Background: an optimization exercise with open tools, aiming at small area and a short achievable clock period. Do not read the settings as production practice.
Function was not checked in any run shown here: the RTL went through the layout flow alone.
Power figures rest on the tool's default switching activity, not on a simulated workload.

==> design/flow/design.v <==
package nlb_pkg;
  typedef enum logic [2:0]
  {
    LPBK1 = 3'd0,
    READ  = 3'd1,
    WRITE = 3'd2,
    TRPUT = 3'd3
  } nlb_mode_e;
  typedef struct packed
  {
    logic [64-4:0] rsvd;
    logic force_cmp;
    logic start;
    logic test_rst_n;
  } nlb_ctl_t;
  typedef struct packed
  {
    logic [64-6:0] rsvd_hi;
    nlb_mode_e mode;
    logic [1:0] rsvd_lo;
  } nlb_cfg_t;
  typedef union packed
  {
    logic [64-1:0] raw;
    nlb_ctl_t ctl;
    nlb_cfg_t cfg;
  } nlb_csr_word_u;
endpackage
`timescale 1ns/1ps
module nlb_lpbk
(
  input  logic                    Clk_400,
  input  logic                    rst_n,
  input  logic                    mmio_wr_valid,
  input  logic                    mmio_rd_valid,
  input  logic [16-1:0] mmio_addr,
  input  logic [16-1:0]   mmio_tid,
  input  logic [64-1:0] mmio_wdata,
  output logic                    mmio_rsp_valid,
  output logic [16-1:0]   mmio_rsp_tid,
  output logic [64-1:0] mmio_rsp_data,
  output logic                    rd_req_valid,
  output logic [42-1:0]  rd_req_addr,
  output logic [16-1:0]   rd_req_tid,
  input  logic                    rd_almfull,
  input  logic                    rd_rsp_valid,
  input  logic [16-1:0]   rd_rsp_tid,
  input  logic [512-1:0]  rd_rsp_data,
  output logic                    wr_req_valid,
  output logic [42-1:0]  wr_req_addr,
  output logic [16-1:0]   wr_req_tid,
  output logic [512-1:0]  wr_req_data,
  input  logic                    wr_almfull,
  input  logic                    wr_rsp_valid,
  input  logic [16-1:0]   wr_rsp_tid
);
  logic [64-1:0] scratch;
  logic [64-1:0] src_reg;
  logic [64-1:0] dst_reg;
  logic [32-1:0]   num_lines;
  logic [64-1:0] ctl;
  logic [64-1:0] ctl_nx;
  logic [64-1:0] cfg;
  logic [64-1:0] rd_data;
  logic run;
  logic run_nx;
  logic cfg_wr_en;
  assign run    = ctl[0] & ctl[1];
  assign ctl_nx = !rst_n ? '0
                : (mmio_wr_valid && mmio_addr == 16'h0138) ? mmio_wdata : ctl;
  assign run_nx = ctl_nx[0] & ctl_nx[1];
  assign cfg_wr_en = mmio_wr_valid & ~run;
  always_ff @(posedge Clk_400)
  begin
    ctl <= ctl_nx;
    if (!rst_n)
    begin
      src_reg   <= '0;
      dst_reg   <= '0;
      num_lines <= '0;
      cfg       <= '0;
    end
    else if (cfg_wr_en)
    begin
      case (mmio_addr)
        16'h0120:  src_reg   <= mmio_wdata;
        16'h0128:  dst_reg   <= mmio_wdata;
        16'h0130: num_lines <= mmio_wdata[32-1:0];
        16'h0140:       cfg       <= mmio_wdata;
        default:            ;
      endcase
    end
  end
  always_ff @(posedge Clk_400)
  begin
    if (cfg_wr_en && mmio_addr == 16'h0100)
      scratch <= mmio_wdata;
  end
  logic m_copy;    
  logic m_pat;     
  logic m_rd;      
  logic m_wr;      
  logic need_r;    
  logic [2:0] mode_nx;
  assign mode_nx = !rst_n ? 3'd0
                 : (cfg_wr_en && mmio_addr == 16'h0140) ? mmio_wdata[4:2] : cfg[4:2];
  always_ff @(posedge Clk_400)
  begin
    m_copy <= (mode_nx == 3'd0);
    m_pat  <= (mode_nx[2:1] == 2'b01);
    m_rd   <= (mode_nx != 3'd2);
    m_wr   <= (mode_nx == 3'd0) | (mode_nx[2:1] == 2'b01);
    need_r <= (mode_nx != 3'd0) & (mode_nx != 3'd2);
  end
  logic run_q;       
  logic going;       
  logic going_nx;
  logic done_q;
  logic done_nx;
  logic test_done;
  logic td_nx;
  logic all_done;
  logic [63:0] num_clocks;
  logic [32-1:0] num_reads;
  logic [32-1:0] num_writes;
  assign all_done = (~m_wr | (num_writes == num_lines))
                  & (~need_r | (num_reads == num_lines));
  assign done_nx  = rst_n & run & (done_q | all_done);
  assign going_nx = run_nx & run;
  assign td_nx    = done_nx | (going_nx & ctl_nx[2]);
  always_ff @(posedge Clk_400)
  begin
    run_q     <= rst_n & run;
    going     <= going_nx;
    done_q    <= done_nx;
    test_done <= td_nx;
    if (!rst_n || !run)
      num_clocks <= '0;
    else if (!test_done)
      num_clocks <= num_clocks + 64'd1;
  end
  logic [32-1:0]  line_idx;
  logic [32-1:0]  line_inc;
  logic [42-1:0] rd_addr_q;
  logic [32-1:0]  line_nx;
  logic [42-1:0] rd_addr_inc;
  logic [2:0]             pend;
  logic [2:0]             pend_nx;
  logic                   rd_more;
  logic                   rd_more_nx;
  logic                   lines_nz;
  logic                   rd_can;
  logic                   rd_can_nx;
  logic                   rd_req;
  logic                   rd_can_nc;   
  logic                   rd_can_c;    
  assign rd_req_valid = ~rd_almfull & (rd_can_nc | (rd_can_c & ~wr_almfull));
  assign rd_req       = rd_can & ~rd_almfull & ~(m_copy & wr_almfull);
  assign rd_req_addr  = rd_addr_q;
  assign rd_req_tid   = line_idx[16-1:0];
  assign lines_nz    = (num_lines != '0);
  assign line_inc    = line_idx + 1'b1;
  assign rd_addr_inc = rd_addr_q + 1'b1;
  assign line_nx     = !run_q ? '0 : rd_req ? line_inc : line_idx;
  always_comb
  begin
    if (!run_q)
    begin
      rd_more_nx = lines_nz;
      pend_nx    = 3'd0;
    end
    else
    begin
      rd_more_nx = rd_req ? (line_inc != num_lines) : rd_more;
      if (rd_req && !rd_rsp_valid)
        pend_nx = pend + 3'd1;
      else if (!rd_req && rd_rsp_valid)
        pend_nx = pend - 3'd1;
      else
        pend_nx = pend;
    end
  end
  assign rd_can_nx = going_nx & m_rd & ~td_nx & rd_more_nx & (pend_nx != 3'd7);
  always_ff @(posedge Clk_400)
  begin
    rd_more <= rd_more_nx;
    pend    <= pend_nx;
    rd_can    <= rd_can_nx;
    rd_can_nc <= rd_can_nx & ~m_copy;
    rd_can_c  <= rd_can_nx & m_copy;
    line_idx  <= line_nx;
    if (!run_q)
      rd_addr_q <= src_reg[42-1:0];
    else if (rd_req)
      rd_addr_q <= rd_addr_inc;
  end
  always_ff @(posedge Clk_400)
  begin
    if (!rst_n || !(going && m_rd))
      num_reads <= '0;
    else if (rd_rsp_valid && !test_done)
      num_reads <= num_reads + 1'b1;
  end
  logic [16-1:0]  wr_tid_q;
  logic [42-1:0] wr_addr_q;
  logic [42-1:0] wr_addr_inc;
  logic [512-1:0] wr_data_q;
  logic                   wr_more;
  logic                   wr_more_nx;
  logic                   copy_issue;
  logic                   pat_can;
  logic                   pat_can_nx;
  logic                   copy_nx;
  logic                   wr_can;      
  logic                   pat_issue;
  logic [32-1:0]  pat_idx;
  logic [32-1:0]  pat_inc;
  logic [32-1:0]  pat_nx;
  assign pat_idx   = wr_data_q[32-1:0];
  assign pat_issue = wr_can & ~m_copy & ~wr_almfull;
  assign wr_req_valid = copy_issue | (pat_can & ~wr_almfull);
  assign wr_req_addr  = wr_addr_q;
  assign wr_req_tid   = wr_tid_q;
  assign wr_req_data  = wr_data_q;
  assign pat_inc     = pat_idx + 1'b1;
  assign wr_addr_inc = wr_addr_q + 1'b1;
  assign pat_nx      = !run_q ? '0 : pat_issue ? pat_inc : pat_idx;
  assign wr_more_nx  = !run_q ? lines_nz : pat_issue ? (pat_inc != num_lines) : wr_more;
  assign pat_can_nx  = going_nx & m_pat & ~td_nx & wr_more_nx;
  assign copy_nx     = rd_rsp_valid & run & run_nx & m_copy & ~td_nx;
  always_ff @(posedge Clk_400)
  begin
    copy_issue <= copy_nx;
    pat_can    <= pat_can_nx;
    wr_can     <= copy_nx | pat_can_nx;
    wr_more    <= wr_more_nx;
    if (m_copy)
    begin
      wr_tid_q  <= rd_rsp_tid;
      wr_data_q <= rd_rsp_data;
    end
    else
    begin
      wr_tid_q  <= pat_nx[16-1:0];
      wr_data_q <= {(512/32){pat_nx}};
    end
    if (m_copy)
      wr_addr_q <= dst_reg[42-1:0] + 42'(rd_rsp_tid);
    else if (!run_q)
      wr_addr_q <= dst_reg[42-1:0];
    else if (pat_issue)
      wr_addr_q <= wr_addr_inc;
  end
  always_ff @(posedge Clk_400)
  begin
    if (!rst_n || !(going && m_wr))
      num_writes <= '0;
    else if (wr_rsp_valid && !test_done)
      num_writes <= num_writes + 1'b1;
  end
  always_comb
  begin
    case (mmio_addr)
      16'h0000:       rd_data = 64'h1000_0100_0000_0001;
      16'h0100:   rd_data = scratch;
      16'h0120:  rd_data = src_reg;
      16'h0128:  rd_data = dst_reg;
      16'h0130: rd_data = {{(64-32){1'b0}}, num_lines};
      16'h0138:       rd_data = ctl;
      16'h0140:       rd_data = cfg;
      16'h0160:    rd_data = {{(64-1){1'b0}}, test_done};
      16'h0168:    rd_data = {num_writes, num_reads};
      16'h0170:    rd_data = num_clocks;
      default:            rd_data = '0;
    endcase
  end
  always_ff @(posedge Clk_400)
  begin
    mmio_rsp_valid <= rst_n & mmio_rd_valid;
    mmio_rsp_tid   <= mmio_tid;
    mmio_rsp_data  <= rd_data;
  end
endmodule
==> design/flow/flow/run.sh <==
#!/bin/bash
# Standard ORFS layout, with plain buf_1 cells as the port buffers and a
# clock tree of larger sink clusters without dummy loads.
set -euo pipefail
export BUFFER_PORTS_ARGS="-buffer_cell sky130_fd_sc_hd__buf_1"
export CTS_ARGS="-sink_clustering_enable -repair_clock_nets -dont_use_dummy_load -sink_clustering_size 20 -sink_clustering_max_diameter 120 -buf_list {sky130_fd_sc_hd__clkbuf_16}"
bash standard.sh finish > run_standard.log 2>&1
==> design/flow/standard.sh <==
#!/bin/bash
# synth_recipe.tcl (not shown) runs the flow's synth.tcl, then flattens the netlist and writes it again
# the make line also repeats each setting of config.mk as NAME=value (left out here)
make -C /OpenROAD-flow-scripts/flow DESIGN_CONFIG=/design/flow/config.mk WORK_HOME=/design/flow/orfs CLKGATE_MAP_FILE= SYNTH_SCRIPT=/design/flow/synth_recipe.tcl "${@:-finish}"
==> design/flow/config.mk <==
export PLATFORM = sky130hd
export DESIGN_NAME = nlb_lpbk
export DESIGN_NICKNAME = nlb_lpbk
export VERILOG_FILES = /design/flow/design.v
export SDC_FILE = /design/flow/constraint.sdc
export NUM_CORES = 4
export LEC_CHECK = 0
export CAP_MARGIN = 20
export CORE_AREA = 10 10 490 490
export DIE_AREA = 0 0 500 500
export SETUP_SLACK_MARGIN = 3.3
export SLEW_MARGIN = 20
==> design/flow/constraint.sdc <==
create_clock -name core_clock -period 6.0 [get_ports {Clk_400}]
set_input_delay 1.2000 -clock core_clock [delete_from_list [all_inputs] [get_ports {Clk_400}]]
set_output_delay 1.2000 -clock core_clock [all_outputs]
set_load 0.01 [all_outputs]
==> results of run 1 <==
==> worst paths after layout <==
check	from	to	slack, ns	cells past startpoint
worst min-delay path	src_reg[49]	src_reg[49]	0.46	2
worst max register to register	dst_reg[0]	wr_addr_q[38]	3.01	12
worst max-delay path	rd_rsp_tid[0]	wr_addr_q[38]	2.86	13
worst min register to register	src_reg[49]	src_reg[49]	0.46	2
==> through the flow <==
stage	worst slack, ns	hold WS (ns)	instance area, µm²
detailed placement	1.54	0.445	58600
finish	2.86	0.455	65700
global route	2.86	0.474	65600
global placement	1.62	0.440	58600
floorplan	2.45	0.419	51000
CTS	3.01	0.457	63100
==> cells by family (layout without fill, tap and decap cells) <==
| kind of cell | count (synthesis) | after routing | synth area share |
|---|---|---|---|
| and+or+nand+nor | 2265 | 2288 | 0.202 |
| DFF | 1225 | 1225 | 0.521 |
| AOI/OAI and AO/OA | 1093 | 1093 | 0.158 |
| buffers and inverters | 436 | 1777 | 0.0367 |
| xor gates and xnor gates | 384 | 384 | 0.0676 |
| muxes | 41 | 41 | 0.00829 |
| adders and majority gates | 26 | 26 | 0.00666 |
| other | 0 | 158 | 0 |
==> placed cells by master, fill, tap and decap left out, types with 46 or more instances in the layout <==
cell type / netlist / layout
or3_1: 50 / 48
a22oi_2: 0 / 54
a21boi_1: 117 / 212
a21oi_1: 107 / 93
xnor2_1: 138 / 136
dfxtp_1: 1077 / 915
diode_2: 0 / 158
nand2_2: 0 / 46
dfxtp_4: 0 / 89
buf_1: 15 / 1177
nand2_1: 1368 / 1311
a21boi_0: 175 / 75
xor2_1: 245 / 241
buf_2: 53 / 107
o21ai_0: 115 / 106
edfxtp_1: 148 / 148
nor2_1: 260 / 239
dfxtp_2: 0 / 73
a222oi_1: 65 / 65
buf_6: 5 / 59
buf_4: 23 / 245
nand3_1: 174 / 155
clkbuf_16: 0 / 81
and3_1: 67 / 54
nand4_1: 76 / 76
a21o_1: 287 / 256
==> power groups by stage <==
stage | clock network (mW) | registers, mW | logic (mW)
2_1_floorplan | 0 | 8.83 | 0.293
3_3_place_gp | 0 | 8.88 | 1.20
3_5_place_dp | 0 | 8.88 | 1.20
4_1_cts | 5.61 | 8.67 | 1.27
5_1_grt | 5.81 | 8.67 | 1.34
6_report | 5.45 | 8.66 | 1.30
==> layer usage <==
layer	GRT usage	up-vias	wire length (µm)
met5	0	-	892
met4	0.119	136	21300
met3	0.0973	862	41000
met2	0.482	3184	181000
met1	0.346	25000	148000
li1	-	21500	-
==> worst min-delay path: stages (launching register included) <==
cell and delay, ns:
dfxtp_1 0.32, nand2_1 0.05, a21boi_1 0.05
==> area by class of cell <==
type / count / area share
flip-flops and latches: 1225 / 0.402
repair buffers: 1663 / 0.132
clock buffers: 76 / 0.0290
inverters: 38 / 0.00225
diodes: 158 / 0.00602
well taps: 3026 / 0.0577
multi-input cells: 3832 / 0.370
==> repair_timing <==
item	in CTS	in global routing
endpoints found under the setup margin	1189	476
resized for setup	596	276
buffers inserted	111	109
cloned	16	14
pin swaps	57	92
hold buffers	0	0
==> reports/metrics.csv, run 1 <==
metric;value;unit
Max FO, Critical Path;6;
max cap viols;0;
std cell rows;176;
syn nets;6144;
Slew Limit Fails;0;
Synth Register Bits;1225;
core area;0.230;mm²
IR drop worst, VDD;0.000195;V
PortBufs;1342;
Post-synth ARST share;0;
CP Buf/Inv Count;3;
Clk pwr share;0.354;
post-synth top area cell;dfxtp_1;
crit path max-delay cell type;fa_2;
number of remaining DRC errors;0;
initial antenna violation count;289;
Top reg by flops;wr_data_q;
Final Hold Viols;0;
CTS Buffer Depth;3;
Top FF cell, synth;dfxtp_1;
Die Area;0.250;mm²
setup TNS;0;ns
Cells after DPL;9533;
drt wl/cell;39.2;µm
Post-Syn Area per Cell;9.13;µm²
DRT Wirelength;393;mm
worst skew pair latency;0.75;ns
Area Growth Syn to Fin;31.5;%
CP max stage delay;0.35;ns
Cells after Synth;5470;
Comb power frac;0.084;
post-layout util;0.286;
Ys Warns;1;
sequential area share after synthesis;0.521;
Hold Path Class;flip-flop to flip-flop;
cell-by-cell listing of the critical path;buf_12, ha_4, inv_2, fa_2, nor2b_2, o21a_1, o21ai_2, a21o_1, a211o_1, a211oi_4, buf_6, mux2i_1, a221oi_1;
total CTS buffers;76;
setup violators final;0;
RSZ-0062 raised after global routing;true;
largest net degree at the start of global routing;163;
drt first pass iters;9;
count leader, synth;nand2_1;
post-synthesis cell area;0.0499;mm²
# clock sinks;1225;
DRT antenna net count;0;
CP Capture Type;flip-flop;
Sw Pwr;4.29;mW
via-per-instance ratio;5.06;
Crit Path Class;input port to flip-flop;
Filler cells;24600;
Worst-Margin Slew;0.956;ns
cell internal pwr;11.1;mW
grt ovf;0;
area of the multi-input gates;0.0243;mm²
vias;50700;
Startpoint Class;input port;
status;complete, no violations;
# nets final;7510;
clk slew on worst S/H paths;0.10;ns
All-Layer GR Usage;0.292;
first-pass GRT wire length;488;mm
post-DP HPWL;307;mm
synth top area cells;dfxtp_1, nand2_1, edfxtp_1;
total power;15.4;mW
Net Sw Frac;0.278;
P per Cell Area;235;mW/mm²
gp weighted congestion;0.977;
clock tree root driver cell;clkbuf_16;
max reg flops;512;
non-filler cells, final;10000;
f_max;318;MHz
Flop pwr share;0.562;
LEAKAGE;25.7;nW
H-tree depth;3;
Starting Density;0.217;
Setup Skew;0.0932;ns
top cell type's share of synthesized area;0.432;
Rel. slew slack;0.360;
layout cell share with drive strength beyond 1;0.163;
Arrival @ worst endpoint;3.59;ns
top post-synthesis cells by count;nand2_1, dfxtp_1, clkbuf_1;
vias in the first global route;46700;
DR iter-0 viols;6353;
Critical Path RT;6.45;ns
I/O pins;1359;
CTS tree;done;
die width;500;µm
Post-synth EDFFs;148;
synth unique cells;86;
fin crit share;0.523;
Tmin final;3.14;ns
Top delay family on crit path;compound AO/OA/AOI/OAI gates;
Die H;500;µm
sequential cell area;0.0264;mm²
==> run 2: changes to the inputs <==
--- a/design/flow/config.mk
+++ b/design/flow/config.mk
@@ -8,5 +8,5 @@
 export CAP_MARGIN = 20
 export CORE_AREA = 10 10 490 490
 export DIE_AREA = 0 0 500 500
-export SETUP_SLACK_MARGIN = 3.3
+export SETUP_SLACK_MARGIN = 3.15
 export SLEW_MARGIN = 20
==> run 2 against run 1 <==
  * Final cell count shrank 0.32%
  * Total power shrank 0.26%
  * Critical path depth grew 2
  * Wire length shrank 5.4%
  * Non-clock buffer count shrank 100
  * Final area shrank 3.0%
  * Maximum frequency shrank 2.0%
  * Setup slack lost 0.063 ns
  * Sequential power is essentially flat
  * Register-to-register slack lost 0.13 ns
  * Synthesized cell count is the same
  * Global-route usage shrank 1.4 points
  * Critical endpoint is now wr_addr_q[36]
  * Largest cell class unchanged
  * Largest power group unchanged
  * Highest routed layer unchanged
==> reports/metrics.csv, run 2 <==
metric;value;unit;change
post-layout util;0.277;;was 0.286
die width;500;µm;unchanged
Critical Path RT;6.58;ns;was 6.45 ns
LEAKAGE;24.7;nW;was 25.7 nW
DRT antenna net count;0;;unchanged
setup TNS;0;ns;unchanged
RSZ-0062 raised after global routing;true;;unchanged
H-tree depth;3;;unchanged
post-synthesis cell area;0.0499;mm²;unchanged
Worst-Margin Slew;1.12;ns;was 0.956 ns
Sw Pwr;4.19;mW;was 4.29 mW
cell internal pwr;11.2;mW;was 11.1 mW
Post-synth EDFFs;148;;unchanged
gp weighted congestion;1.01;;was 0.977
CTS tree;done;;unchanged
PortBufs;1342;;unchanged
IR drop worst, VDD;0.000203;V;was 0.000195 V
max cap viols;0;;unchanged
first-pass GRT wire length;468;mm;was 488 mm
most frequent cells in the layout;nand2_1, buf_1, dfxtp_1, a21o_1;;was nand2_1, buf_1, dfxtp_1, a21o_1, buf_4
Top reg by flops;wr_data_q;;unchanged
CP Capture Type;flip-flop;;unchanged
status;complete, no violations;;unchanged
RR Startpoint;dst_reg[0];;unchanged
Comb power frac;0.081;;was 0.084
Arrival @ worst endpoint;3.79;ns;was 3.59 ns
setup violators final;0;;unchanged
Synth Register Bits;1225;;unchanged
r2r endpoint;wr_addr_q[36];;was wr_addr_q[38]
grt ovf;0;;unchanged
largest net degree at the start of global routing;168;;was 163
count leader, synth;nand2_1;;unchanged
layout cell share with drive strength beyond 1;0.104;;was 0.163
Tmin final;3.20;ns;was 3.14 ns
non-filler cells, final;9986;;was 10000
Cells after DPL;9528;;was 9533
Post-Syn Area per Cell;9.13;µm²;unchanged
Reg2Reg Depth;14;;was 12
Post-synth ARST share;0;;unchanged
Starting Density;0.217;;unchanged
total CTS buffers;79;;was 76
drt wl/cell;37.2;µm;was 39.2 µm
syn nets;6144;;unchanged
fin crit share;0.534;;was 0.523
synth top area cells;dfxtp_1, nand2_1, edfxtp_1;;unchanged
post-DP HPWL;291;mm;was 307 mm
P per Cell Area;241;mW/mm²;was 235 mW/mm²
vias;49700;;was 50700
DR iter-0 viols;6043;;was 6353
Area Growth Syn to Fin;27.6;%;was 31.5%
DRT Wirelength;371;mm;was 393 mm
Hold Worst Slack;0.452;ns;was 0.455 ns
core area;0.230;mm²;unchanged
Slew Limit Fails;0;;unchanged
Setup Skew;0.0995;ns;was 0.0932 ns
sink of the worst hold path;cfg[42];;was src_reg[49]
initial antenna violation count;188;;was 289
std cell rows;176;;unchanged
CTS Buffer Depth;3;;unchanged
clk slew on worst S/H paths;0.08;ns;was 0.10 ns
Rel. slew slack;0.252;;was 0.360
Ys Warns;1;;unchanged
number of remaining DRC errors;0;;unchanged
Final Hold Viols;0;;unchanged
Hold Crit Depth;2;;unchanged
Flop pwr share;0.564;;was 0.562
# clock sinks;1225;;unchanged
Die H;500;µm;unchanged
Startpoint Class;input port;;unchanged
vias in the first global route;46400;;was 46700
Die Area;0.250;mm²;unchanged
Net Sw Frac;0.273;;was 0.278
top post-synthesis cells by count;nand2_1, dfxtp_1, clkbuf_1;;unchanged
Hold Path Class;flip-flop to flip-flop;;unchanged
Cells after Synth;5470;;unchanged
Max FO, Critical Path;7;;was 6
reg2reg setup slack;2.88;ns;was 3.01 ns
Crit Path Class;input port to flip-flop;;unchanged
I/O pins;1359;;unchanged
post-synth top area cell;dfxtp_1;;unchanged
sequential area share after synthesis;0.521;;unchanged
top cell type's share of synthesized area;0.432;;unchanged
max reg flops;512;;unchanged
worst skew pair latency;0.78;ns;was 0.75 ns
Top FF cell, synth;dfxtp_1;;unchanged
via-per-instance ratio;4.98;;was 5.06
commonest non-fill, non-tap cell in the layout;nand2_1;;unchanged
Clk pwr share;0.355;;was 0.354
f_max;312;MHz;was 318 MHz
All-Layer GR Usage;0.277;;was 0.292
drt first pass iters;8;;was 9
min-delay src;cfg[42];;was src_reg[49]
total power;15.4;mW;about the same
# nets final;7408;;was 7510
Filler cells;24900;;was 24600
synth unique cells;86;;unchanged
clock tree root driver cell;clkbuf_16;;unchanged
-- run 2: changes by cell type in the layout (fill, tap and decap cells not counted), moves of 24 or more --
cell / delta
buf_1: +86
buf_4: -79
diode_2: +70
dfxtp_4: -65
dfxtp_1: +64
buf_2: -55
a22oi_1: +54
a22oi_2: -54
a21boi_0: +53
a21boi_1: -48
buf_6: -39
nand2_1: +29
nand2_2: -24
-- run 2: critical path: stages --
cell and delay [ns]:
buf_8 0.08, ha_4 0.12, inv_2 0.03, fa_2 0.36, nor2b_2 0.14, o21a_1 0.16, o21ai_2 0.09, a21o_4 0.26
a211o_4 0.36, a211oi_4 0.28, buf_12 0.15, buf_12 0.14, buf_4 0.13, nor3_4 0.03, a211oi_2 0.25
-- run 2: logic make-up after synthesis --
kind of cell	Yosys count	share of synthesized area
flops	1225	0.521
xor+xnor	384	0.0676
mux	41	0.00829
buf+inv	436	0.0367
compound gates	1093	0.158
fa+ha+maj	26	0.00666
simple gates	2265	0.202
-- run 2: final cells by class --
cell class	instances	area, µm²	share of cell area
inverter	38	148	0.00232
multi-input combinational	3827	23500	0.369
sequential	1225	26200	0.411
timing repair buffer	1563	7560	0.119
clock buffer	79	1980	0.0310
tap	3026	3790	0.0594
antenna	228	571	0.00895
-- run 2: how the worst max path moves through the flow --
stage | start | to | slack (ns) | cells past startpoint
6_report | rd_rsp_tid[0] | wr_addr_q[36] | 2.80 | 15
5_1_grt | rd_rsp_tid[0] | wr_addr_q[38] | 2.77 | 14
4_1_cts | rd_rsp_tid[0] | wr_addr_q[38] | 2.88 | 14
3_5_place_dp | mmio_addr[0] | cfg[22] | 1.32 | 8
3_3_place_gp | wr_data_q[13] | wr_data_q[83] | 1.41 | 7
2_1_floorplan | rd_rsp_tid[0] | wr_addr_q[30] | 2.44 | 12
-- run 2: metrics by stage --
step	area, µm²	worst slack, ns
floorplan	50300	2.44
global placement	58200	1.41
detailed placement	58200	1.32
CTS	62000	2.88
global route	63600	2.77
finish	63700	2.80
-- run 2: power groups by stage --
stage / logic [mW] / clock network (mW) / registers (mW)
floorplan: 0.292 / 0 / 8.83
global placement: 1.21 / 0 / 8.86
detailed placement: 1.21 / 0 / 8.85
CTS: 1.24 / 5.62 / 8.67
global route: 1.30 / 5.83 / 8.67
finish: 1.25 / 5.46 / 8.66
-- run 2: layer usage --
metal	vias to the layer above	GRT usage	routed length (µm)
li1	21400	-	-
met3	639	0.0656	30600
met2	2939	0.451	170000
met1	24700	0.335	144000
met5	-	0	287
met4	40	0.159	26600
-- run 2: repair_timing --
action                      CTS  global route
setup endpoints to repair  1013           364
hold buffers                  0             0
gates cloned                 15            10
pin swaps                    35            46
resized for setup           305           148
setup buffers                73            53
==> run 3: changes to the inputs <==
--- a/design/flow/design.v
+++ b/design/flow/design.v
@@ -204,6 +204,8 @@
   logic [16-1:0]  wr_tid_q;
   logic [42-1:0] wr_addr_q;
   logic [42-1:0] wr_addr_inc;
+  logic [16:0]    wr_lo_sum;
+  logic [42-16-1:0] dst_hi_inc;
   logic [512-1:0] wr_data_q;
   logic                   wr_more;
   logic                   wr_more_nx;
@@ -224,6 +226,8 @@
   assign wr_req_data  = wr_data_q;
   assign pat_inc     = pat_idx + 1'b1;
   assign wr_addr_inc = wr_addr_q + 1'b1;
+  assign wr_lo_sum   = {1'b0, dst_reg[16-1:0]} + {1'b0, rd_rsp_tid};
+  assign dst_hi_inc  = dst_reg[42-1:16] + 1'b1;
   assign pat_nx      = !run_q ? '0 : pat_issue ? pat_inc : pat_idx;
   assign wr_more_nx  = !run_q ? lines_nz : pat_issue ? (pat_inc != num_lines) : wr_more;
   assign pat_can_nx  = going_nx & m_pat & ~td_nx & wr_more_nx;
@@ -245,7 +249,8 @@
       wr_data_q <= {(512/32){pat_nx}};
     end
     if (m_copy)
-      wr_addr_q <= dst_reg[42-1:0] + 42'(rd_rsp_tid);
+      wr_addr_q <= {wr_lo_sum[16] ? dst_hi_inc : dst_reg[42-1:16],
+                    wr_lo_sum[16-1:0]};
     else if (!run_q)
       wr_addr_q <= dst_reg[42-1:0];
     else if (pat_issue)
--- a/design/flow/config.mk
+++ b/design/flow/config.mk
@@ -8,5 +8,6 @@
 export CAP_MARGIN = 20
 export CORE_AREA = 10 10 490 490
 export DIE_AREA = 0 0 500 500
-export SETUP_SLACK_MARGIN = 3.15
+export SETUP_SLACK_MARGIN = 3.3
 export SLEW_MARGIN = 20
+export TNS_END_PERCENT = 5
==> run 3 against run 2 <==
  * Worst hold slack improved by 0.0043 ns
  * Largest power group unchanged
  * Still clean on timing, DRC and antenna
  * Via count grew 4.4%
  * Highest routed layer unchanged
  * Clock skew increased by 0.040 ns
==> reports/metrics.csv, run 3 <==
metric;value;unit;change
max reg flops;512;;unchanged
Cells after Synth;5628;;was 5470
Startpoint Class;flip-flop;;was input port
Area Growth Syn to Fin;27.5;%;was 27.6%
status;complete, no violations;;unchanged
RR Startpoint;wr_data_q[15];;was dst_reg[0]
DRT Wirelength;451;mm;was 371 mm
CTS Buffer Depth;3;;unchanged
Critical Path RT;6.59;ns;was 6.58 ns
Arrival @ worst endpoint;3.74;ns;was 3.79 ns
DR iter-0 viols;6720;;was 6043
syn nets;6303;;was 6144
Net Sw Frac;0.292;;was 0.273
setup TNS;0;ns;unchanged
cell-by-cell listing of the critical path;nand2_1, or2_2, nor3_1, nand2_1, nor2_1, xor2_1, nand2_2, buf_4, nand2_1;;was buf_8, ha_4, inv_2, fa_2, nor2b_2, o21a_1, o21ai_2, a21o_4, a211o_4, a211oi_4, buf_12, buf_12, buf_4, nor3_4, a211oi_2
Slew Limit Fails;0;;unchanged
# nets final;7611;;was 7408
r2r endpoint;wr_data_q[125];;was wr_addr_q[36]
post-DP HPWL;377;mm;was 291 mm
Post-synth ARST share;0;;unchanged
post-synth top area cell;dfxtp_1;;unchanged
top cell type's share of synthesized area;0.427;;was 0.432
Post-Syn Area per Cell;8.98;µm²;was 9.13 µm²
gp weighted congestion;1.08;;was 1.01
Reg2Reg Depth;9;;was 14
f_max;317;MHz;was 312 MHz
Sw Pwr;4.62;mW;was 4.19 mW
vias;51900;;was 49700
I/O pins;1359;;unchanged
total CTS buffers;80;;was 79
synth top area cells;dfxtp_1, nand2_1, edfxtp_1;;unchanged
LEAKAGE;25.1;nW;was 24.7 nW
Post-Synth Adder-Cell Area;0.00684;;was 0.00666
Comb power frac;0.098;;was 0.081
largest family of logic cells by synthesized area;simple AND/OR/NAND/NOR gates;;unchanged
Post-synth EDFFs;148;;unchanged
P per Cell Area;246;mW/mm²;was 241 mW/mm²
count leader, synth;nand2_1;;unchanged
most frequent cells in the layout;nand2_1, buf_1, dfxtp_1, a21boi_1, nor2_1;;was nand2_1, buf_1, dfxtp_1, a21o_1
H-tree depth;3;;unchanged
die width;500;µm;unchanged
worst skew pair latency;0.78;ns;about the same
Worst-Margin Slew;1.17;ns;was 1.12 ns
Setup Skew;0.139;ns;was 0.0995 ns
Top FF cell, synth;dfxtp_1;;unchanged
min-delay src;cfg[19];;was cfg[42]
Ys Warns;1;;unchanged
Hold Path Class;flip-flop to flip-flop;;unchanged
post-synthesis cell area;0.0505;mm²;was 0.0499 mm²
post-synthesis xor/xnor area fraction;0.0648;;was 0.0676
std cell rows;176;;unchanged
CP dominant cell by count;nand2_1;;was buf_12
All-Layer GR Usage;0.338;;was 0.277
commonest non-fill, non-tap cell in the layout;nand2_1;;unchanged
Die Area;0.250;mm²;unchanged
CP max stage delay;0.60;ns;was 0.36 ns
initial antenna violation count;335;;was 188
clock tree root driver cell;clkbuf_16;;unchanged
core area;0.230;mm²;unchanged
top post-synthesis cells by count;nand2_1, dfxtp_1, clkbuf_1;;unchanged
Rel. slew slack;0.216;;was 0.252
Final Instance Area;0.0644;mm²;was 0.0637 mm²
Placed Area;0.0589;mm²;was 0.0582 mm²
post-synthesis mux area share;0.0189;;was 0.00829
first-pass GRT wire length;549;mm;was 468 mm
synth unique cells;84;;was 86
max cap viols;0;;unchanged
RSZ-0062 raised after global routing;true;;unchanged
number of remaining DRC errors;0;;unchanged
Final Hold Viols;0;;unchanged
Tmin final;3.16;ns;was 3.20 ns
DRT antenna net count;0;;unchanged
# clock sinks;1225;;unchanged
setup violators final;0;;unchanged
Synth Register Bits;1225;;unchanged
IR drop worst, VDD;0.000215;V;was 0.000203 V
Hold Crit Depth;2;;unchanged
drt wl/cell;44.6;µm;was 37.2 µm
Starting Density;0.220;;was 0.217
Flop pwr share;0.548;;was 0.564
Die H;500;µm;unchanged
Synth Area in Simple Gates;0.210;;was 0.202
vias in the first global route;47000;;was 46400
fin crit share;0.526;;was 0.534
cell internal pwr;11.2;mW;about the same
Clk pwr share;0.353;;was 0.355
clk slew on worst S/H paths;0.09;ns;was 0.08 ns
drt first pass iters;6;;was 8
Crit Path Class;flip-flop to flip-flop;;was input port to flip-flop
layout cell share with drive strength beyond 1;0.0979;;was 0.104
grt ovf;0;;unchanged
CP Capture Type;flip-flop;;unchanged
Max FO, Critical Path;8;;was 7
PortBufs;1342;;unchanged
post-synthesis compound-gate area fraction;0.149;;was 0.158
total power;15.8;mW;was 15.4 mW
crit path max-delay cell type;dfxtp_1;;was fa_2
largest net degree at the start of global routing;206;;was 168
sequential area share after synthesis;0.515;;was 0.521
CTS tree;done;;unchanged
via-per-instance ratio;5.13;;was 4.98
Top reg by flops;wr_data_q;;unchanged
reg2reg setup slack;2.84;ns;was 2.88 ns
sink of the worst hold path;cfg[19];;was cfg[42]
run 3: changes by cell type in the layout (fill, tap and decap cells not counted), moves of 52 or more:
cell      previous run  this run
a21o_1             269       209
a21boi_1           164       257
dfxtp_1            979      1031
diode_2            228       148
buf_1             1263      1328
a21boi_0           128        16
nand2_1           1340      1454
run 3: routing by layer:
metal	global-route usage	part of all wire	vias to the layer above
met5	0	0.0020	-
met4	0.0593	0.026	136
met3	0.114	0.11	755
met2	0.549	0.46	3285
met1	0.440	0.41	25800
li1	-	-	21900
run 3: critical path, delay by kind of cell (launching register included):
family / cells / cell delay (ns)
XOR/XNOR: 1 / 0.20
buffers and inverters: 1 / 0.29
AND/OR/NAND/NOR: 7 / 1.97
flip-flops: 1 / 0.60
run 3: repair_timing:
action	in CTS	in global routing
setup buffers	70	57
pin swaps	50	83
setup endpoints to repair	1240	1062
hold buffers	0	0
resized for setup	233	180
cloned	10	19
run 3: logic make-up (layout without fill, tap and decap cells):
family	after synthesis	after routing
XOR/XNOR	374	374
buffers and inverters	446	1744
AND/OR/NAND/NOR	2400	2408
flip-flops	1225	1225
AO/OA/AOI/OAI	1063	1063
other	0	148
multiplexers	93	93
adder cells (fa/ha/maj)	27	27
run 3: final cells by class:
type                       instances  area (µm²)
timing repair buffer            1616        7810
multi-input combinational       3965       24100
antenna                          148         370
fill                           25000      165000
sequential                      1225       26100
clock buffer                      80        2000
inverter                          48         180
tap                             3026        3790
run 3: worst max-delay path by stage:
stage | depth (start not counted) | endpoint | slack (ns) | from
finish | 9 | wr_data_q[125] | 2.84 | wr_data_q[15]
global route | 7 | wr_addr_q[41] | 2.84 | dst_reg[20]
CTS | 9 | num_reads[31] | 2.83 | rd_rsp_valid
detailed placement | 13 | wr_addr_q[41] | 1.22 | rd_rsp_tid[0]
global placement | 13 | wr_addr_q[32] | 1.20 | rd_rsp_tid[0]
floorplan | 6 | scratch[0] | 1.05 | mmio_addr[1]
run 3: power by group through the flow:
| stage | Combinational [mW] | Sequential (mW) | Clock, mW |
|---|---|---|---|
| 3_5_place_dp | 1.48 | 8.86 | 0 |
| 3_3_place_gp | 1.49 | 8.86 | 0 |
| 4_1_cts | 1.52 | 8.67 | 5.71 |
| 2_1_floorplan | 0.313 | 8.83 | 0 |
| 5_1_grt | 1.57 | 8.68 | 5.91 |
| 6_report | 1.56 | 8.68 | 5.59 |
run 3: stage by stage:
step | hold WS, ns | instances | utilization | setup slack (ns)
finish | 0.456 | 10100 | 0.280 | 2.84
floorplan | 0.419 | 5628 | - | 1.05
global placement | 0.439 | 9723 | 0.256 | 1.20
CTS | 0.452 | 9884 | 0.272 | 2.83
detailed placement | 0.442 | 9724 | 0.257 | 1.22
global route | 0.468 | 9999 | 0.279 | 2.84
==> run 4: changes to the inputs <==
--- a/design/flow/config.mk
+++ b/design/flow/config.mk
@@ -10,4 +10,3 @@
 export DIE_AREA = 0 0 500 500
 export SETUP_SLACK_MARGIN = 3.3
 export SLEW_MARGIN = 20
-export TNS_END_PERCENT = 5
==> run 4 against run 3 <==
  * Now fails the layout checks on antenna rules
  * Register-to-register slack improved by 0.07 ns
  * Clock skew grew 0.0097 ns
  * Maximum frequency is 1.9% lower
  * Total power is 0.42% higher
  * Area after synthesis unchanged
  * Critical path type is now input port to flip-flop
  * Largest power group unchanged
==> reports/metrics.csv, run 4 <==
metric;value;unit;change
number of remaining DRC errors;0;;unchanged
post-synthesis compound-gate area fraction;0.149;;unchanged
Cells after DPL;9724;;unchanged
Fail Reasons;antenna rules;;
Critical Path RT;6.47;ns;was 6.59 ns
H-tree depth;3;;unchanged
layout cell share with drive strength beyond 1;0.195;;was 0.0979
fin crit share;0.536;;was 0.526
Post-Synth Adder-Cell Area;0.00684;;unchanged
die width;500;µm;unchanged
setup violators final;0;;unchanged
Hold Crit Depth;2;;unchanged
core area;0.230;mm²;unchanged
crit path max-delay cell type;or4_4;;was dfxtp_1
max cap viols;0;;unchanged
commonest non-fill, non-tap cell in the layout;nand2_1;;unchanged
cell internal pwr;11.2;mW;about the same
sequential area share after synthesis;0.515;;unchanged
Reg2Reg Depth;8;;was 9
top post-synthesis cells by count;nand2_1, dfxtp_1, clkbuf_1;;unchanged
Placed Area;0.0591;mm²;was 0.0589 mm²
first-pass GRT wire length;574;mm;was 549 mm
Comb power frac;0.102;;was 0.098
LEAKAGE;28.3;nW;was 25.1 nW
post-synth top area cell;dfxtp_1;;unchanged
largest family of logic cells by synthesized area;simple AND/OR/NAND/NOR gates;;unchanged
Crit Path Class;input port to flip-flop;;was flip-flop to flip-flop
Ys Warns;1;;unchanged
Tmin final;3.22;ns;was 3.16 ns
synth top area cells;dfxtp_1, nand2_1, edfxtp_1;;unchanged
DR iter-0 viols;7902;;was 6720
CTS tree;done;;unchanged
most frequent cells in the layout;nand2_1, buf_1, dfxtp_1, buf_4, nor2_1;;was nand2_1, buf_1, dfxtp_1, a21boi_1, nor2_1
drt wl/cell;46.4;µm;was 44.6 µm
Sw Pwr;4.65;mW;was 4.62 mW
Top reg by flops;wr_data_q;;unchanged
Post-Syn Area per Cell;8.98;µm²;unchanged
max reg flops;512;;unchanged
Clk pwr share;0.353;;about the same
Post-synth ARST share;0;;unchanged
std cell rows;176;;unchanged
min-delay src;scratch[48];;was cfg[19]
Synth Area in Simple Gates;0.210;;unchanged
sink of the worst hold path;mmio_rsp_data[48];;was cfg[19]
post-DP HPWL;380;mm;was 377 mm
Die H;500;µm;unchanged
Final Hold Viols;0;;unchanged
CTS Buffer Depth;3;;unchanged
area of the multi-input gates;0.0255;mm²;was 0.0241 mm²
pre-CTS WS;1.51;ns;was 1.22 ns
sequential cell area;0.0263;mm²;was 0.0261 mm²
Area Growth Syn to Fin;38.4;%;was 27.5%
syn nets;6303;;unchanged
top cell type's share of synthesized area;0.427;;unchanged
IR drop worst, VDD;0.000273;V;was 0.000215 V
Starting Density;0.220;;unchanged
clock tree root driver cell;clkbuf_16;;unchanged
DRT Wirelength;477;mm;was 451 mm
initial antenna violation count;360;;was 335
Filler cells;24200;;was 25000
cell-by-cell listing of the critical path;buf_1, or4_4, nor4_4, buf_6, nand3b_1, buf_12, buf_6, buf_6, nor4_4, buf_6, buf_12, clkbuf_16;;was nand2_1, or2_2, nor3_1, nand2_1, nor2_1, xor2_1, nand2_2, buf_4, nand2_1
Rel. slew slack;0.287;;was 0.216
post-synthesis mux area share;0.0189;;unchanged
PortBufs;1342;;unchanged
Top FF cell, synth;dfxtp_1;;unchanged
Synth Register Bits;1225;;unchanged
r2r endpoint;wr_can;;was wr_data_q[125]
RR Startpoint;num_lines[26];;was wr_data_q[15]
reg2reg setup slack;2.91;ns;was 2.84 ns
post-synthesis xor/xnor area fraction;0.0648;;unchanged
non-filler cells, final;10300;;was 10100
via-per-instance ratio;5.34;;was 5.13
Flop pwr share;0.545;;was 0.548
Max FO, Critical Path;6;;was 8
CP dominant cell by count;buf_6;;was nand2_1
vias;54800;;was 51900
count leader, synth;nand2_1;;unchanged
P per Cell Area;227;mW/mm²;was 246 mW/mm²
Worst-Margin Slew;1.07;ns;was 1.17 ns
Hold Path Class;flip-flop to flip-flop;;unchanged
Die Area;0.250;mm²;unchanged
post-synthesis cell area;0.0505;mm²;unchanged
All-Layer GR Usage;0.354;;was 0.338
Setup Skew;0.149;ns;was 0.139 ns
Cells after Synth;5628;;unchanged
# nets final;7807;;was 7611
Post-synth EDFFs;148;;unchanged
drt first pass iters;12;;was 6
Slew Limit Fails;0;;unchanged
vias in the first global route;49300;;was 47000
Arrival @ worst endpoint;3.69;ns;was 3.74 ns
total CTS buffers;80;;unchanged
largest net degree at the start of global routing;130;;was 206
grt ovf;0;;unchanged
Net Sw Frac;0.293;;was 0.292
DRT antenna net count;2;;was 0
f_max;311;MHz;was 317 MHz
worst skew pair latency;0.82;ns;was 0.78 ns
# clock sinks;1225;;unchanged
Final Instance Area;0.0699;mm²;was 0.0644 mm²
gp weighted congestion;1.07;;was 1.08
I/O pins;1359;;unchanged
RSZ-0062 raised after global routing;true;;unchanged
CP max stage delay;0.55;ns;was 0.60 ns
status;complete, but fails checks;;was complete, no violations
CP Capture Type;flip-flop;;unchanged
Startpoint Class;input port;;was flip-flop
synth unique cells;84;;unchanged
slack of the critical path;2.78;ns;was 2.84 ns
clk slew on worst S/H paths;0.09;ns;about the same
setup TNS;0;ns;unchanged
## run 4: cell types whose count changed in the layout (fill, tap and decap cells not counted), sizes merged, moves of 2 or more
| cell | previous run | this run |
|---|---|---|
| buf | 1597 | 1780 |
| diode | 148 | 117 |
| clkbuf | 97 | 111 |
| nor2 | 271 | 274 |
| nor2b | 18 | 16 |
## run 4: timing repair
item,4_1_cts,5_1_grt
hold buffers,0,0
pin swaps,138,187
setup endpoints to repair,1205,568
hold endpoints to repair,0,0
setup buffers,185,82
cloned,55,30
gates resized for setup,870,415
## run 4: logic make-up after synthesis
kind of cell / after synthesis
and+or+nand+nor: 2400
DFF: 1225
buffers and inverters: 446
AOI/OAI and AO/OA: 1063
muxes: 93
xor gates and xnor gates: 374
adders and majority gates: 27
## run 4: worst max-delay path by stage
| stage | slack (ns) | end | cells after the start | start |
|---|---|---|---|---|
| 6_report | 2.78 | scratch[12] | 12 | mmio_addr[14] |
| 4_1_cts | 2.97 | rd_can_nc | 9 | line_idx[1] |
| 2_1_floorplan | 1.05 | scratch[0] | 6 | mmio_addr[1] |
| 5_1_grt | 2.81 | scratch[12] | 12 | mmio_addr[14] |
| 3_5_place_dp | 1.51 | ctl[24] | 9 | mmio_addr[7] |
| 3_3_place_gp | 1.53 | ctl[22] | 9 | mmio_addr[7] |
## run 4: worst max-delay path: cells and delay by family
family / cells / cell delay [ns]
AND/OR/NAND/NOR: 4 / 1.29
buffers and inverters: 8 / 1.18
## run 4: cell type report
type / count / share of cell area
Tap cell: 3026 / 0.0542
Sequential cell: 1225 / 0.376
Multi-Input combinational cell: 3963 / 0.365
Clock buffer: 80 / 0.0286
Inverter: 48 / 0.00268
Antenna cell: 117 / 0.00419
Timing Repair Buffer: 1814 / 0.170
## run 4: stage by stage
step            util  hold slack, ns  total power [mW]
2_1_floorplan      -           0.419              9.15
3_3_place_gp   0.257           0.439              10.3
3_5_place_dp   0.257           0.444              10.3
4_1_cts        0.290           0.431              15.9
5_1_grt        0.303           0.450              16.2
6_report       0.304           0.411              15.9
## run 4: layer usage
layer,part of all wire,vias up,global-route usage
li1,-,22300,-
met1,0.40,26900,0.457
met2,0.45,4244,0.576
met3,0.11,1261,0.113
met4,0.040,138,0.0744
met5,0.0024,-,0
## run 4: power groups by stage
stage          Sequential (mW)  Clock, mW  Combinational, mW
2_1_floorplan             8.83          0              0.315
3_3_place_gp              8.86          0               1.48
3_5_place_dp              8.86          0               1.48
4_1_cts                   8.66       5.71               1.56
5_1_grt                   8.67       5.91               1.63
6_report                  8.67       5.61               1.63
==> run 5: changes to the inputs <==
--- a/design/flow/config.mk
+++ b/design/flow/config.mk
@@ -8,5 +8,6 @@
 export CAP_MARGIN = 20
 export CORE_AREA = 10 10 490 490
 export DIE_AREA = 0 0 500 500
-export SETUP_SLACK_MARGIN = 3.3
+export SETUP_SLACK_MARGIN = 3.45
 export SLEW_MARGIN = 20
+export TNS_END_PERCENT = 5
==> run 5 against run 4 <==
  * Now clean on timing, DRC and antenna
  * Setup slack better by 0.072 ns
  * Sequential power hardly changed
  * Final cell count is 1.3% lower
  * Sequential share of layout area is 2.5 points higher
  * Core utilization is 2.0 points lower
  * Maximum frequency is 2.3% higher
  * Register-to-register slack hardly changed
  * Clock-buffer cell count stayed put
  * Critical path type is now flip-flop to primary output
  * Critical endpoint is now wr_req_data[23]
  * Highest routed layer unchanged
==> reports/metrics.csv, run 5 <==
metric;value;unit;change
count leader, synth;nand2_1;;unchanged
first-pass GRT wire length;550;mm;was 574 mm
synth unique cells;84;;unchanged
Crit Path Class;flip-flop to primary output;;was input port to flip-flop
Die H;500;µm;unchanged
Slew Limit Fails;0;;unchanged
DRT Wirelength;453;mm;was 477 mm
pre-CTS WS;1.22;ns;was 1.51 ns
Top FF cell, synth;dfxtp_1;;unchanged
clock tree root driver cell;clkbuf_16;;unchanged
number of remaining DRC errors;0;;unchanged
DRT antenna net count;0;;was 2
syn nets;6303;;unchanged
P per Cell Area;243;mW/mm²;was 227 mW/mm²
sequential area share after synthesis;0.515;;unchanged
PortBufs;1342;;unchanged
core area;0.230;mm²;unchanged
Rel. slew slack;0.231;;was 0.287
Worst setup startpoint;wr_data_q[23];;was mmio_addr[14]
clk slew on worst S/H paths;0.08;ns;was 0.09 ns
Worst-Margin Slew;1.15;ns;was 1.07 ns
IR drop worst, VDD;0.000215;V;was 0.000273 V
drt first pass iters;8;;was 12
Startpoint Class;flip-flop;;was input port
CP Buf/Inv Count;1;;was 8
max reg flops;512;;unchanged
Cells after DPL;9724;;unchanged
total power;15.9;mW;about the same
# nets final;7669;;was 7807
H-tree depth;3;;unchanged
Post-synth ARST share;0;;unchanged
Top delay family on crit path;flip-flops;;was simple AND/OR/NAND/NOR gates
Post-synth EDFFs;148;;unchanged
vias in the first global route;47200;;was 49300
max cap viols;0;;unchanged
post-synth top area cell;dfxtp_1;;unchanged
RR Startpoint;dst_reg[1];;was num_lines[26]
Die Area;0.250;mm²;unchanged
All-Layer GR Usage;0.339;;was 0.354
Filler cells;24900;;was 24200
die width;500;µm;unchanged
Top reg by flops;wr_data_q;;unchanged
setup TNS;0;ns;unchanged
CTS Buffer Depth;3;;unchanged
std cell rows;176;;unchanged
commonest non-fill, non-tap cell in the layout;nand2_1;;unchanged
Hold Path Class;flip-flop to flip-flop;;unchanged
synth top area cells;dfxtp_1, nand2_1, edfxtp_1;;unchanged
fin crit share;0.524;;was 0.536
Post-Syn Area per Cell;8.98;µm²;unchanged
Ys Warns;1;;unchanged
top cell type's share of synthesized area;0.427;;unchanged
Max FO, Critical Path;9;;was 6
DR iter-0 viols;6908;;was 7902
non-filler cells, final;10100;;was 10300
setup violators final;0;;unchanged
vias;52400;;was 54800
RSZ-0062 raised after global routing;true;;unchanged
Cells after Synth;5628;;unchanged
# clock sinks;1225;;unchanged
total CTS buffers;80;;unchanged
CP max stage delay;0.72;ns;was 0.55 ns
min-delay src;cfg[38];;was scratch[48]
Final Hold Viols;0;;unchanged
most frequent cells in the layout;nand2_1, buf_1, dfxtp_1, buf_4, a21boi_1;;was nand2_1, buf_1, dfxtp_1, buf_4, nor2_1
Hold Worst Slack;0.457;ns;was 0.411 ns
gp weighted congestion;1.08;;was 1.07
cts hold-fix bufs;0;;unchanged
initial antenna violation count;325;;was 360
f_max;318;MHz;was 311 MHz
post-DP HPWL;377;mm;was 380 mm
Starting Density;0.220;;unchanged
Area Growth Syn to Fin;29.1;%;was 38.4%
grt ovf;0;;unchanged
largest net degree at the start of global routing;206;;was 130
top post-synthesis cells by count;nand2_1, dfxtp_1, clkbuf_1;;unchanged
CTS tree;done;;unchanged
CP Capture Type;primary output;;was flip-flop
Tmin final;3.15;ns;was 3.22 ns
LEAKAGE;25.5;nW;was 28.3 nW
cell-by-cell listing of the critical path;buf_1;;was buf_1, or4_4, nor4_4, buf_6, nand3b_1, buf_12, buf_6, buf_6, nor4_4, buf_6, buf_12, clkbuf_16
Setup Skew;0.137;ns;was 0.149 ns
Synth Register Bits;1225;;unchanged
I/O pins;1359;;unchanged
worst skew pair latency;0.78;ns;was 0.82 ns
via-per-instance ratio;5.16;;was 5.34
layout cell share with drive strength beyond 1;0.115;;was 0.195
slack of the critical path;2.85;ns;was 2.78 ns
crit path max-delay cell type;dfxtp_1;;was or4_4
drt wl/cell;44.7;µm;was 46.4 µm
Critical Path RT;4.80;ns;was 6.47 ns
status;complete, no violations;;was complete, but fails checks
Arrival @ worst endpoint;1.95;ns;was 3.69 ns
post-synthesis cell area;0.0505;mm²;unchanged
## run 5: cell counts after synthesis
No cell type changed its count.
## run 5: power breakdown
part,switching [mW],internal (mW)
registers,0.217,8.46
clock network,3.23,2.37
logic,1.19,0.381
## run 5: cell type report
class / instances / area (µm²) / share of cell area
sequential: 1225 / 26200 / 0.401
multi-input combinational: 3964 / 24400 / 0.374
timing repair buffer: 1675 / 8420 / 0.129
tap: 3026 / 3790 / 0.0580
clock buffer: 80 / 2000 / 0.0307
antenna: 122 / 305 / 0.00468
inverter: 48 / 180 / 0.00276
## run 5: kinds of logic after synthesis
| kind of cell | Yosys count | share of synthesized area |
|---|---|---|
| adders and majority gates | 27 | 0.00684 |
| muxes | 93 | 0.0189 |
| xor gates and xnor gates | 374 | 0.0648 |
| buffers and inverters | 446 | 0.0358 |
| DFF | 1225 | 0.515 |
| AOI/OAI and AO/OA | 1063 | 0.149 |
| and+or+nand+nor | 2400 | 0.210 |
## run 5: per-stage QoR
stage | instance area (µm²) | util
6_report | 65200 | 0.284
5_1_grt | 65000 | 0.283
4_1_cts | 62800 | 0.273
3_5_place_dp | 58900 | 0.257
3_3_place_gp | 58900 | 0.256
2_1_floorplan | 50600 | -
## run 5: timing repair
item	4_1_cts	5_1_grt
setup buffers	90	92
resized for setup	272	269
cloned	10	22
pin swaps	54	120
setup endpoints to repair	1581	1512
## run 5: path summary, 6_finish.rpt
kind	end	depth (start not counted)	slack, ns
min reg2reg	cfg[38]	2	0.46
min	cfg[38]	2	0.46
max	wr_req_data[23]	1	2.85
max reg2reg	wr_addr_q[41]	11	2.91
## run 5: per-layer routing
layer | up-vias | global-route usage | wire length, µm
li1 | 22000 | - | -
met1 | 26100 | 0.443 | 188000
met2 | 3418 | 0.554 | 207000
met3 | 791 | 0.111 | 45700
met4 | 116 | 0.0511 | 11600
met5 | - | 0 | 729
==> run 6: changes to the inputs <==
--- a/design/flow/design.v
+++ b/design/flow/design.v
@@ -142,7 +142,6 @@
   logic [32-1:0]  line_idx;
   logic [32-1:0]  line_inc;
   logic [42-1:0] rd_addr_q;
-  logic [32-1:0]  line_nx;
   logic [42-1:0] rd_addr_inc;
   logic [2:0]             pend;
   logic [2:0]             pend_nx;
@@ -150,7 +149,6 @@
   logic                   rd_more_nx;
   logic                   lines_nz;
   logic                   rd_can;
-  logic                   rd_can_nx;
   logic                   rd_req;
   logic                   rd_can_nc;   
   logic                   rd_can_c;    
@@ -161,7 +159,6 @@
   assign lines_nz    = (num_lines != '0);
   assign line_inc    = line_idx + 1'b1;
   assign rd_addr_inc = rd_addr_q + 1'b1;
-  assign line_nx     = !run_q ? '0 : rd_req ? line_inc : line_idx;
   always_comb
   begin
     if (!run_q)
@@ -180,6 +177,7 @@
         pend_nx = pend;
     end
   end
+  logic rd_can_nx;
   assign rd_can_nx = going_nx & m_rd & ~td_nx & rd_more_nx & (pend_nx != 3'd7);
   always_ff @(posedge Clk_400)
   begin
@@ -188,11 +186,16 @@
     rd_can    <= rd_can_nx;
     rd_can_nc <= rd_can_nx & ~m_copy;
     rd_can_c  <= rd_can_nx & m_copy;
-    line_idx  <= line_nx;
     if (!run_q)
+    begin
+      line_idx  <= '0;
       rd_addr_q <= src_reg[42-1:0];
+    end
     else if (rd_req)
+    begin
+      line_idx  <= line_inc;
       rd_addr_q <= rd_addr_inc;
+    end
   end
   always_ff @(posedge Clk_400)
   begin
@@ -204,21 +207,19 @@
   logic [16-1:0]  wr_tid_q;
   logic [42-1:0] wr_addr_q;
   logic [42-1:0] wr_addr_inc;
-  logic [16:0]    wr_lo_sum;
-  logic [42-16-1:0] dst_hi_inc;
   logic [512-1:0] wr_data_q;
   logic                   wr_more;
   logic                   wr_more_nx;
   logic                   copy_issue;
   logic                   pat_can;
-  logic                   pat_can_nx;
-  logic                   copy_nx;
-  logic                   wr_can;      
   logic                   pat_issue;
   logic [32-1:0]  pat_idx;
   logic [32-1:0]  pat_inc;
   logic [32-1:0]  pat_nx;
   assign pat_idx   = wr_data_q[32-1:0];
+  logic                   wr_can;      
+  logic                   copy_nx;
+  logic                   pat_can_nx;
   assign pat_issue = wr_can & ~m_copy & ~wr_almfull;
   assign wr_req_valid = copy_issue | (pat_can & ~wr_almfull);
   assign wr_req_addr  = wr_addr_q;
@@ -226,8 +227,30 @@
   assign wr_req_data  = wr_data_q;
   assign pat_inc     = pat_idx + 1'b1;
   assign wr_addr_inc = wr_addr_q + 1'b1;
-  assign wr_lo_sum   = {1'b0, dst_reg[16-1:0]} + {1'b0, rd_rsp_tid};
-  assign dst_hi_inc  = dst_reg[42-1:16] + 1'b1;
+  logic [4:0][16-1:0] ks_g;
+  logic [4:0][16-1:0] ks_p;
+  logic [16-1:0] wr_lo_sum;
+  logic [42-16-1:0] dst_hi_inc;
+  assign ks_g[0] = dst_reg[16-1:0] & rd_rsp_tid;
+  assign ks_p[0] = dst_reg[16-1:0] ^ rd_rsp_tid;
+  for (genvar l = 0; l < 4; l++)
+  begin : g_ks
+    for (genvar i = 0; i < 16; i++)
+    begin : g_bit
+      if (i >= (1 << l))
+      begin : g_merge
+        assign ks_g[l+1][i] = ks_g[l][i] | (ks_p[l][i] & ks_g[l][i-(1<<l)]);
+        assign ks_p[l+1][i] = ks_p[l][i] & ks_p[l][i-(1<<l)];
+      end
+      else
+      begin : g_pass
+        assign ks_g[l+1][i] = ks_g[l][i];
+        assign ks_p[l+1][i] = ks_p[l][i];
+      end
+    end
+  end
+  assign wr_lo_sum  = ks_p[0] ^ {ks_g[4][16-2:0], 1'b0};
+  assign dst_hi_inc = dst_reg[42-1:16] + 1'b1;
   assign pat_nx      = !run_q ? '0 : pat_issue ? pat_inc : pat_idx;
   assign wr_more_nx  = !run_q ? lines_nz : pat_issue ? (pat_inc != num_lines) : wr_more;
   assign pat_can_nx  = going_nx & m_pat & ~td_nx & wr_more_nx;
@@ -242,19 +265,18 @@
     begin
       wr_tid_q  <= rd_rsp_tid;
       wr_data_q <= rd_rsp_data;
+      wr_addr_q <= {ks_g[4][16-1] ? dst_hi_inc : dst_reg[42-1:16],
+                    wr_lo_sum};
     end
     else
     begin
       wr_tid_q  <= pat_nx[16-1:0];
       wr_data_q <= {(512/32){pat_nx}};
-    end
-    if (m_copy)
-      wr_addr_q <= {wr_lo_sum[16] ? dst_hi_inc : dst_reg[42-1:16],
-                    wr_lo_sum[16-1:0]};
-    else if (!run_q)
-      wr_addr_q <= dst_reg[42-1:0];
-    else if (pat_issue)
-      wr_addr_q <= wr_addr_inc;
+      if (!run_q)
+        wr_addr_q <= dst_reg[42-1:0];
+      else if (pat_issue)
+        wr_addr_q <= wr_addr_inc;
+    end
   end
   always_ff @(posedge Clk_400)
   begin
--- a/design/flow/config.mk
+++ b/design/flow/config.mk
@@ -8,6 +8,6 @@
 export CAP_MARGIN = 20
 export CORE_AREA = 10 10 490 490
 export DIE_AREA = 0 0 500 500
-export SETUP_SLACK_MARGIN = 3.45
+export PLACE_DENSITY = 0.75
+export SETUP_SLACK_MARGIN = 3.3
 export SLEW_MARGIN = 20
-export TNS_END_PERCENT = 5
==> run 6 against run 5 <==
  * Die area stayed put
  * Area after synthesis is 2.5% lower
  * Sequential power is 1% lower
  * Clock power is 3% lower
  * Critical path depth is 14 higher
  * Core utilization is 0.29 points lower
  * Clock-buffer cell count is 2 lower
  * Sequential share of layout area is 0.49 points higher
  * Setup slack better by 0.11 ns
  * Largest cell class unchanged
  * Largest power group unchanged
==> reports/metrics.csv, run 6 <==
metric;value;unit;change
syn nets;6088;;was 6303
Arrival @ worst endpoint;3.63;ns;was 1.95 ns
die width;500;µm;unchanged
layout cell share with drive strength beyond 1;0.175;;was 0.115
max reg flops;512;;unchanged
Filler cells;24400;;was 24900
worst skew pair latency;0.80;ns;was 0.78 ns
synth unique cells;82;;was 84
DRT antenna net count;0;;unchanged
Post-Syn Area per Cell;9.10;µm²;was 8.98 µm²
crit path max-delay cell type;fa_2;;was dfxtp_1
setup TNS;0;ns;unchanged
number of remaining DRC errors;0;;unchanged
setup violators final;0;;unchanged
cts hold-fix bufs;0;;unchanged
synth top area cells;dfxtp_1, nand2_1, edfxtp_1;;unchanged
Final Instance Area;0.0646;mm²;was 0.0652 mm²
total CTS buffers;78;;was 80
r2r endpoint;wr_addr_q[39];;was wr_addr_q[41]
Startpoint Class;input port;;was flip-flop
largest net degree at the start of global routing;244;;was 206
cell-by-cell listing of the critical path;buf_8, ha_4, inv_2, fa_2, nor2b_2, o21ai_2, a21boi_2, o31ai_4, o21ai_4, a21oi_4, buf_4, buf_6, o41ai_2, a21oi_1, a311oi_2;;was buf_1
sequential cell area;0.0262;mm²;about the same
# clock sinks;1225;;unchanged
Tmin final;3.04;ns;was 3.15 ns
IR drop worst, VDD;0.000223;V;was 0.000215 V
reg2reg setup slack;2.98;ns;was 2.91 ns
Die H;500;µm;unchanged
Setup Skew;0.112;ns;was 0.137 ns
CP max stage delay;0.36;ns;was 0.72 ns
pre-CTS WS;1.57;ns;was 1.22 ns
core area;0.230;mm²;unchanged
Synth Register Bits;1225;;unchanged
Placed Area;0.0576;mm²;was 0.0589 mm²
Reg2Reg Depth;14;;was 11
Slew Limit Fails;0;;unchanged
post-DP HPWL;315;mm;was 377 mm
Top reg by flops;wr_data_q;;unchanged
total power;15.4;mW;was 15.9 mW
drt wl/cell;40.7;µm;was 44.7 µm
# nets final;7421;;was 7669
Critical Path RT;6.59;ns;was 4.80 ns
top cell type's share of synthesized area;0.438;;was 0.427
RSZ-0062 raised after global routing;true;;unchanged
drt first pass iters;14;;was 8
Die Area;0.250;mm²;unchanged
CTS tree;done;;unchanged
Ys Warns;1;;unchanged
sequential area share after synthesis;0.528;;was 0.515
post-synth top area cell;dfxtp_1;;unchanged
Max FO, Critical Path;6;;was 9
status;complete, no violations;;unchanged
slack of the critical path;2.96;ns;was 2.85 ns
clk slew on worst S/H paths;0.08;ns;about the same
clock tree root driver cell;clkbuf_16;;unchanged
Worst-Margin Slew;1.12;ns;was 1.15 ns
DRT Wirelength;400;mm;was 453 mm
Final Hold Viols;0;;unchanged
Post-synth EDFFs;148;;unchanged
area of the multi-input gates;0.0232;mm²;was 0.0244 mm²
gp weighted congestion;0.996;;was 1.08
most frequent cells in the layout;nand2_1, dfxtp_1, buf_1, buf_2, nor2_1;;was nand2_1, buf_1, dfxtp_1, buf_4, a21boi_1
CTS Buffer Depth;3;;unchanged
P per Cell Area;239;mW/mm²;was 243 mW/mm²
max cap viols;0;;unchanged
initial antenna violation count;271;;was 325
CP endpoint;wr_addr_q[39];;was wr_req_data[23]
post-layout util;0.281;;was 0.284
via-per-instance ratio;5.11;;was 5.16
commonest non-fill, non-tap cell in the layout;nand2_1;;unchanged
All-Layer GR Usage;0.294;;was 0.339
std cell rows;176;;unchanged
Starting Density;0.214;;was 0.220
fin crit share;0.506;;was 0.524
I/O pins;1359;;unchanged
first-pass GRT wire length;482;mm;was 550 mm
Post-synth ARST share;0;;unchanged
f_max;329;MHz;was 318 MHz
Top FF cell, synth;dfxtp_1;;unchanged
Hold Path Class;flip-flop to flip-flop;;unchanged
grt ovf;0;;unchanged
min-delay src;src_reg[51];;was cfg[38]
RR Startpoint;dst_reg[0];;was dst_reg[1]
H-tree depth;3;;unchanged
vias;50400;;was 52400
Worst setup startpoint;rd_rsp_tid[0];;was wr_data_q[23]
PortBufs;1342;;unchanged
DR iter-0 viols;7194;;was 6908
Crit Path Class;input port to flip-flop;;was flip-flop to primary output
CP Capture Type;flip-flop;;was primary output
Area Growth Syn to Fin;31.1;%;was 29.1%
top post-synthesis cells by count;nand2_1, dfxtp_1, clkbuf_1;;unchanged
Rel. slew slack;0.254;;was 0.231
vias in the first global route;44700;;was 47200
LEAKAGE;26.1;nW;was 25.5 nW
count leader, synth;nand2_1;;unchanged
Cells after Synth;5413;;was 5628
post-synthesis cell area;0.0493;mm²;was 0.0505 mm²
[run 6: cell count changes in the layout (fill, tap and decap cells not counted), moves of 24 or more]
cell / previous run / this run
a222oi_1: 32 / 113
mux2i_1: 74 / 7
a21oi_1: 122 / 92
a21boi_1: 248 / 59
o21ai_0: 130 / 84
diode_2: 122 / 75
xor2_1: 213 / 237
a21boi_2: 31 / 7
buf_2: 9 / 366
buf_4: 254 / 193
a21boi_0: 16 / 236
buf_1: 1328 / 930
a22oi_1: 93 / 37
[run 6: cell families (layout without fill, tap and decap cells)]
| group | after synthesis | in the layout | synth area share |
|---|---|---|---|
| AOI/OAI and AO/OA | 966 | 966 | 0.144 |
| xor gates and xnor gates | 392 | 392 | 0.0697 |
| adders and majority gates | 27 | 27 | 0.00701 |
| buffers and inverters | 421 | 1740 | 0.0338 |
| DFF | 1225 | 1225 | 0.528 |
| muxes | 46 | 46 | 0.0103 |
| other | 0 | 75 | 0 |
| and+or+nand+nor | 2336 | 2348 | 0.207 |
[run 6: power breakdown]
| group | internal [mW] | switching, mW | total, mW |
|---|---|---|---|
| clock | 2.31 | 3.11 | 5.42 |
| combinational | 0.408 | 1.03 | 1.44 |
| sequential | 8.46 | 0.0976 | 8.56 |
[run 6: how the worst min path moves through the flow]
stage | slack [ns] | cells past startpoint | endpoint
final | 0.46 | 2 | src_reg[51]
after global routing | 0.48 | 2 | src_reg[52]
after CTS | 0.46 | 1 | pat_can
after detailed placement | 0.44 | 2 | mmio_rsp_data[36]
after global placement | 0.44 | 2 | mmio_rsp_data[37]
after floorplan | 0.43 | 2 | mmio_rsp_data[32]
[run 6: through the flow]
stage          hold slack [ns]  std cells
2_1_floorplan            0.431       5413
3_3_place_gp             0.438       9469
3_5_place_dp             0.443       9470
4_1_cts                  0.463       9658
5_1_grt                  0.476       9800
6_report                 0.455       9845
[run 6: repair_timing]
action	CTS	global route
gates resized for setup	755	302
gates cloned	18	24
pin swaps	42	125
endpoints found under the setup margin	1298	479
buffers inserted	92	88
[run 6: cell type report]
cell class                 count  area share
timing repair buffer        1631       0.141
multi-input combinational   3779       0.359
antenna                       75     0.00291
sequential                  1225       0.406
tap                         3026      0.0586
clock buffer                  78      0.0302
inverter                      31     0.00192
[run 6: per-layer routing]
metal / wire length [µm] / GRT usage / share of wire
met3: 59800 / 0.159 / 0.15
met4: 37200 / 0.204 / 0.093
met5: 698 / 0.0107 / 0.0017
met2: 184000 / 0.489 / 0.46
met1: 119000 / 0.276 / 0.30
[run 6: worst max-delay path: cells and delay by family]
family                     cells  cell delay [ns]
AOI/OAI and AO/OA              8             1.38
and+or+nand+nor                1             0.13
adders and majority gates      2             0.48
buffers and inverters          4             0.41

static timing again, ports no longer ideal:
How much do the figures lean on ideal ports? The routed layouts below were timed once more, with nothing changed but the port constraints.
Step 1, drivers: a clkbuf_16 drives Clk_400 and a buf_2 each remaining input, both assumed.
Step 2 moves the port delays by t, midway between the first and last clock arrival at a register: inputs arrive t later, outputs are due t later. That takes back most of the time a late clock gives input paths.
Three values: no drivers, after step 1, after step 2; two values: the first two.
run | t (ns) | slack for setup (ns) | worst slew at a driven data input, ns
run 1 | 0.781 | 2.860 / 2.662 / 1.880 | 0.36
run 2 | 0.794 | 2.797 / 2.666 / 1.872 | 0.31
run 3 | 0.790 | 2.841 / 2.699 / 2.009 | 0.43
run 4 | 0.820 | 2.782 / 2.827 / 2.007 | 0.38
run 5 | 0.796 | 2.853 / 2.698 / 2.001 | 0.47
run 6 | 0.838 | 2.964 / 2.941 / 2.104 | 0.33
For run 1, which loses most, drivers alone change the setup slack by -0.198 ns; drivers and shift together by -0.980 ns.
